Context: an optimization exercise on an open-source flow, tuned for small area, a short achievable clock period and few clock cycles per item. The choices shown serve that exercise and are no tape-out recipe. Where RTL was checked, it was by simulation tests only, not by an equivalence proof against the original. No activity file was given, so power comes from the tool's default toggle rates.

==> flow/design.v <==
module dmem_responder #(
  parameter int DATA_W     = 32,
  parameter int DM_ADDRESS = 9,
  parameter int MEM_LAT    = 2
) (
  input  logic                  clk,
  input  logic                  reset,
  input  logic                  req_valid,
  output logic                  req_ready,
  input  logic                  req_we,
  input  logic [2:0]            req_funct3,
  input  logic [DM_ADDRESS-1:0] req_addr,
  input  logic [DATA_W-1:0]     req_wdata,
  output logic                  rsp_valid,
  input  logic                  rsp_ready,
  output logic [DATA_W-1:0]     rsp_rdata,
  output logic                  rsp_err
);
  localparam int WAW = DM_ADDRESS - 2;        
  localparam int NW  = 2**WAW;                
  localparam int HW  = WAW / 2;               
  localparam int LW  = WAW - HW;              
  localparam int NH  = 2**HW;
  localparam int NL  = 2**LW;
  logic            r_byte, r_half, r_word, r_illegal, r_wr;
  logic [1:0]      r_off;
  logic [3:0]      r_lwe;
  logic [3:0][7:0] r_wd;
  logic [NH-1:0]   r_hi;
  logic [NL-1:0]   r_lo;
  always_comb begin
    r_byte    = (req_funct3[1:0] == 2'b00);
    r_half    = (req_funct3[1:0] == 2'b01);
    r_word    = (req_funct3 == 3'b010);
    r_illegal = !(r_byte || r_half || r_word);
    r_off     = r_word ? 2'b00 : r_half ? {req_addr[1], 1'b0} : req_addr[1:0];
    r_wr      = req_valid && req_we && !r_illegal;
    for (int l = 0; l < 4; l++) begin
      r_lwe[l] = r_wr && (r_word ||
                          (r_half && (r_off[1] == 1'(l >> 1))) ||
                          (r_byte && (r_off == 2'(l))));
      r_wd[l]  = r_word ? req_wdata[8*l +: 8] :
                 r_half ? req_wdata[8*(l%2) +: 8] :
                          req_wdata[7:0];
    end
    for (int h = 0; h < NH; h++)
      r_hi[h] = (req_addr[DM_ADDRESS-1 -: HW] == HW'(h));
    for (int j = 0; j < NL; j++)
      r_lo[j] = (req_addr[2 +: LW] == LW'(j));
  end
  logic              a_v;
  logic [3:0]        a_lwe;
  logic [3:0][7:0]   a_wd;
  logic [NH-1:0]     a_hi;
  logic [NL-1:0]     a_lo;
  logic              a_ld, a_err, a_byte, a_half, a_sgn;
  logic [1:0]        a_off;
  always_ff @(posedge clk)
    if (req_ready) begin
      a_wd   <= r_wd;
      a_hi   <= r_hi;
      a_lo   <= r_lo;
      a_ld   <= !req_we && !r_illegal;
      a_err  <= r_illegal;
      a_byte <= r_byte;
      a_half <= r_half;
      a_sgn  <= !req_funct3[2];
      a_off  <= r_off;
    end
  logic [NW-1:0]             wl;
  logic [NW-1:0][DATA_W-1:0] mem;
  logic [DATA_W-1:0]         rword;
  genvar i, l;
  generate
    for (i = 0; i < NW; i++) begin : g_word
      assign wl[i] = a_hi[i / NL] && a_lo[i % NL];
      for (l = 0; l < 4; l++) begin : g_byte
        always_ff @(posedge clk)
          if (wl[i] && a_lwe[l]) mem[i][8*l +: 8] <= a_wd[l];
      end
    end
  endgenerate
  logic [NH-1:0][DATA_W-1:0] grp;
  genvar h;
  generate
    for (h = 0; h < NH; h++) begin : g_grp
      always_comb begin
        logic [DATA_W-1:0] acc;
        acc = '0;
        for (int j = 0; j < NL; j++)
          acc = acc | ({DATA_W{a_lo[j]}} & mem[h*NL + j]);
        grp[h] = acc;
      end
    end
  endgenerate
  always_comb begin
    rword = '0;
    for (int k = 0; k < NH; k++)
      rword = rword | ({DATA_W{a_hi[k]}} & grp[k]);
  end
  logic              b_v, h_v, s_v;
  logic              b_en;
  logic [DATA_W-1:0] b_word;
  logic              b_ld, b_err, b_byte, b_half, b_sgn;
  logic [1:0]        b_off;
  assign b_en = !(b_v && s_v);
  always_ff @(posedge clk)
    if (b_en) begin
      b_word <= rword;
      b_ld   <= a_ld;
      b_err  <= a_err;
      b_byte <= a_byte;
      b_half <= a_half;
      b_sgn  <= a_sgn;
      b_off  <= a_off;
    end
  logic [7:0]        bsel;
  logic [15:0]       hsel;
  logic [DATA_W-1:0] res;
  always_comb begin
    bsel = b_word[{b_off, 3'b000} +: 8];
    hsel = b_word[{b_off[1], 4'b0000} +: 16];
    res  = '0;
    if (b_ld) begin
      if (b_byte)
        res = {{(DATA_W-8){b_sgn && bsel[7]}}, bsel};
      else if (b_half)
        res = {{(DATA_W-16){b_sgn && hsel[15]}}, hsel};
      else
        res = b_word;
    end
  end
  logic [DATA_W-1:0] s_rdata;
  logic              s_err;
  logic              push, pop;
  assign push = b_v && !s_v;
  assign pop  = h_v && rsp_ready;
  always_ff @(posedge clk)
    if (!s_v) begin
      s_rdata <= res;
      s_err   <= b_err;
    end
  always_ff @(posedge clk)
    if (pop || !h_v) begin
      rsp_rdata <= s_v ? s_rdata : res;
      rsp_err   <= s_v ? s_err   : b_err;
    end
  logic a_v_n, b_v_n, h_v_n, s_v_n;
  always_comb begin
    a_v_n = req_ready ? req_valid : a_v;
    b_v_n = b_en ? a_v : b_v;
    h_v_n = s_v || push || (h_v && !pop);
    s_v_n = s_v ? !pop : (push && h_v && !pop);
    if (reset) begin
      a_v_n = 1'b0;
      b_v_n = 1'b0;
      h_v_n = 1'b0;
      s_v_n = 1'b0;
    end
  end
  always_ff @(posedge clk) begin
    a_v       <= a_v_n;
    b_v       <= b_v_n;
    h_v       <= h_v_n;
    s_v       <= s_v_n;
    req_ready <= !(a_v_n && b_v_n && s_v_n);
    if (reset)          a_lwe <= '0;
    else if (req_ready) a_lwe <= r_lwe;
  end
  assign rsp_valid = h_v;
endmodule
Settings: LEC_CHECK=0, CAP_MARGIN=20, CORE_MARGIN=2, CORE_UTILIZATION=40, CTS_CLUSTER_DIAMETER=150, CTS_CLUSTER_SIZE=30, SETUP_SLACK_MARGIN=5, SLEW_MARGIN=20; clock period 8.0 ns.
run.sh (not shown) runs the stock make flow with config.mk's settings and CLKGATE_MAP_FILE= SYNTH_SCRIPT=/design/flow/synth_recipe.tcl, a recipe that flattens the netlist after the stock synthesis.
Next try:
--- a/flow/design.v
+++ b/flow/design.v
@@ -79,25 +79,12 @@
           if (wl[i] && a_lwe[l]) mem[i][8*l +: 8] <= a_wd[l];
       end
     end
   endgenerate
-  logic [NH-1:0][DATA_W-1:0] grp;
-  genvar h;
-  generate
-    for (h = 0; h < NH; h++) begin : g_grp
-      always_comb begin
-        logic [DATA_W-1:0] acc;
-        acc = '0;
-        for (int j = 0; j < NL; j++)
-          acc = acc | ({DATA_W{a_lo[j]}} & mem[h*NL + j]);
-        grp[h] = acc;
-      end
-    end
-  endgenerate
   always_comb begin
     rword = '0;
-    for (int k = 0; k < NH; k++)
-      rword = rword | ({DATA_W{a_hi[k]}} & grp[k]);
+    for (int k = 0; k < NW; k++)
+      rword = rword | ({DATA_W{wl[k]}} & mem[k]);
   end
   logic              b_v, h_v, s_v;
   logic              b_en;
   logic [DATA_W-1:0] b_word;
The new run passed the timing, design-rule and antenna checks.
Power increases by about 0.6%.
Flip-flop and latch count stays the same.
Die area is higher by about 3%.
Setup slack gets better by 190 ps.
Via count climbs by 12%.
Sequential power stays flat.
Combinational power barely changes.
Non-clock buffer count grows by 17.
Testbench counts after the change, summed over its fixed seeds: cycles 12,024, items 12,000.
For the first run of this note, only the layout was checked, not whether the RTL still works.

Setup of run 1:
Another version of the RTL of dmem_responder (not shown whole).
For scale: ~4300 flip-flops, roughly 84 I/O pins.
Design dmem_responder, start of the top module:
module dmem_responder #(
  parameter int DATA_W     = 32,
  parameter int DM_ADDRESS = 9,
  parameter int MEM_LAT    = 2
) (
  input  logic                  clk,
  input  logic                  reset,
  input  logic                  req_valid,
  output logic                  req_ready,
  input  logic                  req_we,
  input  logic [2:0]            req_funct3,
  input  logic [DM_ADDRESS-1:0] req_addr,
  input  logic [DATA_W-1:0]     req_wdata,
  output logic                  rsp_valid,
  input  logic                  rsp_ready,
  output logic [DATA_W-1:0]     rsp_rdata,
  output logic                  rsp_err
);
==> module dmem_responder, before the edit <==
module dmem_responder #(
  parameter int DATA_W     = 32,
  parameter int DM_ADDRESS = 9,
  parameter int MEM_LAT    = 2
) (
  input  logic                  clk,
  input  logic                  reset,
  input  logic                  req_valid,
  output logic                  req_ready,
  input  logic                  req_we,
  input  logic [2:0]            req_funct3,
  input  logic [DM_ADDRESS-1:0] req_addr,
  input  logic [DATA_W-1:0]     req_wdata,
  output logic                  rsp_valid,
  input  logic                  rsp_ready,
  output logic [DATA_W-1:0]     rsp_rdata,
  output logic                  rsp_err
);
  localparam int WAW = DM_ADDRESS - 2;        
  localparam int NW  = 2**WAW;                
  localparam int HW  = WAW / 2;               
  localparam int LW  = WAW - HW;              
  localparam int NH  = 2**HW;
  localparam int NL  = 2**LW;
  localparam int NS  = 2;                  
  localparam int GS  = NH / NS;             
  logic a_en;
  logic            r_byte, r_half, r_word, r_illegal, r_wr;
  logic [1:0]      r_off;
  logic [3:0]      r_lwe;
  logic [3:0][7:0] r_wd;
  logic [NH-1:0]   r_hi;
  logic [NL-1:0]   r_lo;
  logic [NS-1:0][NL-1:0] r_los;
  always_comb begin
    r_byte    = (req_funct3[1:0] == 2'b00);
    r_half    = (req_funct3[1:0] == 2'b01);
    r_word    = (req_funct3 == 3'b010);
    r_illegal = !(r_byte || r_half || r_word);
    r_off     = r_word ? 2'b00 : r_half ? {req_addr[1], 1'b0} : req_addr[1:0];
    r_wr      = req_valid && req_we && !r_illegal;
    for (int l = 0; l < 4; l++) begin
      r_lwe[l] = r_wr && (r_word ||
                          (r_half && (r_off[1] == 1'(l >> 1))) ||
                          (r_byte && (r_off == 2'(l))));
      r_wd[l]  = r_word ? req_wdata[8*l +: 8] :
                 r_half ? req_wdata[8*(l%2) +: 8] :
                          req_wdata[7:0];
    end
    for (int h = 0; h < NH; h++)
      r_hi[h] = (req_addr[DM_ADDRESS-1 -: HW] == HW'(h));
    for (int j = 0; j < NL; j++)
      r_lo[j] = (req_addr[2 +: LW] == LW'(j));
  end
  genvar s;
  generate
    for (s = 0; s < NS; s++) begin : g_los
      assign r_los[s] = (req_addr[DM_ADDRESS-1 -: $clog2(NS)] == $clog2(NS)'(s)) ? r_lo : '0;
    end
  endgenerate
  logic              a_v;
  logic [3:0]        a_lwe;
  logic [3:0][7:0]   a_wd;
  logic [NH-1:0]     a_hi;
  logic [NS-1:0][NL-1:0] a_lo;    
  logic              a_ld, a_err, a_byte, a_half, a_sgn;
  logic [1:0]        a_off;
  always_ff @(posedge clk)
    if (a_en) begin
      a_wd   <= r_wd;
      a_hi   <= r_hi;
      a_lo   <= r_los;
      a_ld   <= !req_we && !r_illegal;
      a_err  <= r_illegal;
      a_byte <= r_byte;
      a_half <= r_half;
      a_sgn  <= !req_funct3[2];
      a_off  <= r_off;
    end
  logic [NW-1:0]             wl;
  logic [NW-1:0][DATA_W-1:0] mem;
  logic [DATA_W-1:0]         rword;
  genvar i, l;
  generate
    for (i = 0; i < NW; i++) begin : g_word
      assign wl[i] = a_hi[i / NL] && a_lo[i / (NL*GS)][i % NL];
      for (l = 0; l < 4; l++) begin : g_byte
        always_ff @(posedge clk)
          if (wl[i] && a_lwe[l]) mem[i][8*l +: 8] <= a_wd[l];
      end
    end
  endgenerate
  logic [NH-1:0][DATA_W-1:0] grp;
  genvar h;
  generate
    for (h = 0; h < NH; h++) begin : g_grp
      always_comb begin
        logic [DATA_W-1:0] acc;
        acc = '0;
        for (int j = 0; j < NL; j++)
          acc = acc | ({DATA_W{a_lo[h / GS][j]}} & mem[h*NL + j]);
        grp[h] = acc;
      end
    end
  endgenerate
  always_comb begin
    rword = '0;
    for (int k = 0; k < NH; k++)
      rword = rword | ({DATA_W{a_hi[k]}} & grp[k]);
  end
  logic              b_v, h_v, s_v;
  logic              b_en;
  logic [DATA_W-1:0] b_word;
  logic              b_ld, b_err, b_byte, b_half, b_sgn;
  logic [1:0]        b_off;
  assign b_en = !(b_v && s_v);
  assign a_en = !(a_v && b_v && s_v);
  always_ff @(posedge clk)
    if (b_en) begin
      b_word <= rword;
      b_ld   <= a_ld;
      b_err  <= a_err;
      b_byte <= a_byte;
      b_half <= a_half;
      b_sgn  <= a_sgn;
      b_off  <= a_off;
    end
  logic [7:0]        bsel;
  logic [15:0]       hsel;
  logic [DATA_W-1:0] res;
  always_comb begin
    bsel = b_word[{b_off, 3'b000} +: 8];
    hsel = b_word[{b_off[1], 4'b0000} +: 16];
    res  = '0;
    if (b_ld) begin
      if (b_byte)
        res = {{(DATA_W-8){b_sgn && bsel[7]}}, bsel};
      else if (b_half)
        res = {{(DATA_W-16){b_sgn && hsel[15]}}, hsel};
      else
        res = b_word;
    end
  end
  logic [DATA_W-1:0] s_rdata;
  logic              s_err;
  logic              push, pop;
  assign push = b_v && !s_v;
  assign pop  = h_v && rsp_ready;
  always_ff @(posedge clk)
    if (!s_v) begin
      s_rdata <= res;
      s_err   <= b_err;
    end
  always_ff @(posedge clk)
    if (pop || !h_v) begin
      rsp_rdata <= s_v ? s_rdata : res;
      rsp_err   <= s_v ? s_err   : b_err;
    end
  logic a_v_n, b_v_n, h_v_n, s_v_n;
  always_comb begin
    a_v_n = a_en ? req_valid : a_v;
    b_v_n = b_en ? a_v : b_v;
    h_v_n = s_v || push || (h_v && !pop);
    s_v_n = s_v ? !pop : (push && h_v && !pop);
    if (reset) begin
      a_v_n = 1'b0;
      b_v_n = 1'b0;
      h_v_n = 1'b0;
      s_v_n = 1'b0;
    end
  end
  always_ff @(posedge clk) begin
    a_v       <= a_v_n;
    b_v       <= b_v_n;
    h_v       <= h_v_n;
    s_v       <= s_v_n;
    req_ready <= !(a_v_n && b_v_n && s_v_n);
    if (reset)          a_lwe <= '0;
    else if (a_en)      a_lwe <= r_lwe;
  end
  assign rsp_valid = h_v;
endmodule
clock: 8.0 ns
lec_check: 0
cap_margin: 20
core_margin: 2
core_utilization: 55
cts_cluster_diameter: 150
cts_cluster_size: 30
place_density: 0.65
setup_slack_margin: 5
slew_margin: 20
Testbench counts of run 1, summed over its fixed seeds: cycles 12,024, items 12,000.
#### Input delta (run 2 over run 1)
--- a/flow/design.v
+++ b/flow/design.v
@@ -21,9 +21,9 @@
   localparam int HW  = WAW / 2;               
   localparam int LW  = WAW - HW;              
   localparam int NH  = 2**HW;
   localparam int NL  = 2**LW;
-  localparam int NS  = 2;                  
+  localparam int NS  = 4;                  
   localparam int GS  = NH / NS;             
   logic a_en;
   logic            r_byte, r_half, r_word, r_illegal, r_wr;
   logic [1:0]      r_off;
--- outcome ---
Run 1: flow completed, timing, DRC and antenna clean
Run 2 reached the final stage; the timing, design-rule and antenna checks on its layout passed.
~same total routing usage reported by global routing in run 1 and run 2
In terms of die area, run 1 and run 2 differ only marginally.
The global routing usage on met1 of run 2 and that of run 1 are within noise of each other.
Instance count on the critical path: run 1 vs run 2 identical
As of run 2, internal power contribution had risen slightly compared to run 1.
Diff run 1 -> run 2: summed area of non-filler cells in the final layout moved up; sequential share of layout area level.
Run 2 ends up with a final cell count without fillers that is about 0.8% higher than in run 1.
There was hardly any difference in horizontal die dimension between run 1 and run 2.
Only the layout flow was run in run 2; the RTL was not checked for function there.

[separate check: timing with driven ports]
Ports are ideal in the flow. The routed layouts listed here were re-timed in OpenROAD. Step 1 (the two cells are an assumption about what drives the block):
set clk [get_ports {clk}]
set_driving_cell -lib_cell sky130_fd_sc_hd__clkbuf_16 $clk
set_driving_cell -lib_cell sky130_fd_sc_hd__buf_2 [delete_from_list [all_inputs] $clk]
Step 2 also shifts input and output timing later by t, the mid clock arrival at the registers, as if the neighbouring blocks saw the same clock. a / b / c = ideal ports / drivers / drivers and shift; a / b = the first two.
run | shift t [ns] | setup WS [ns] | worst hold slack (ns) | worst register clock-pin slew, ns | pins driven straight from the clock port
the first run of note 1 | 0.996 | 4.743 / 4.631 / 4.095 | 0.432 / 0.432 / 0.432 | 0.12 / 0.12 | 1
the second run of note 1 | 1.008 | 4.935 / 4.823 / 4.178 | 0.461 / 0.461 / 0.461 | 0.12 / 0.12 | 1
run 1 | 0.971 | 4.868 / 4.771 / 4.386 | 0.434 / 0.434 / 0.434 | 0.12 / 0.12 | 1
run 2 | 0.990 | 4.585 / 4.491 / 4.136 | 0.435 / 0.435 / 0.435 | 0.12 / 0.12 | 1
After both steps setup and hold are still met in every run listed. For the second run of note 1, which loses most, drivers alone change the setup slack by -0.112 ns; drivers and shift together by -0.757 ns.
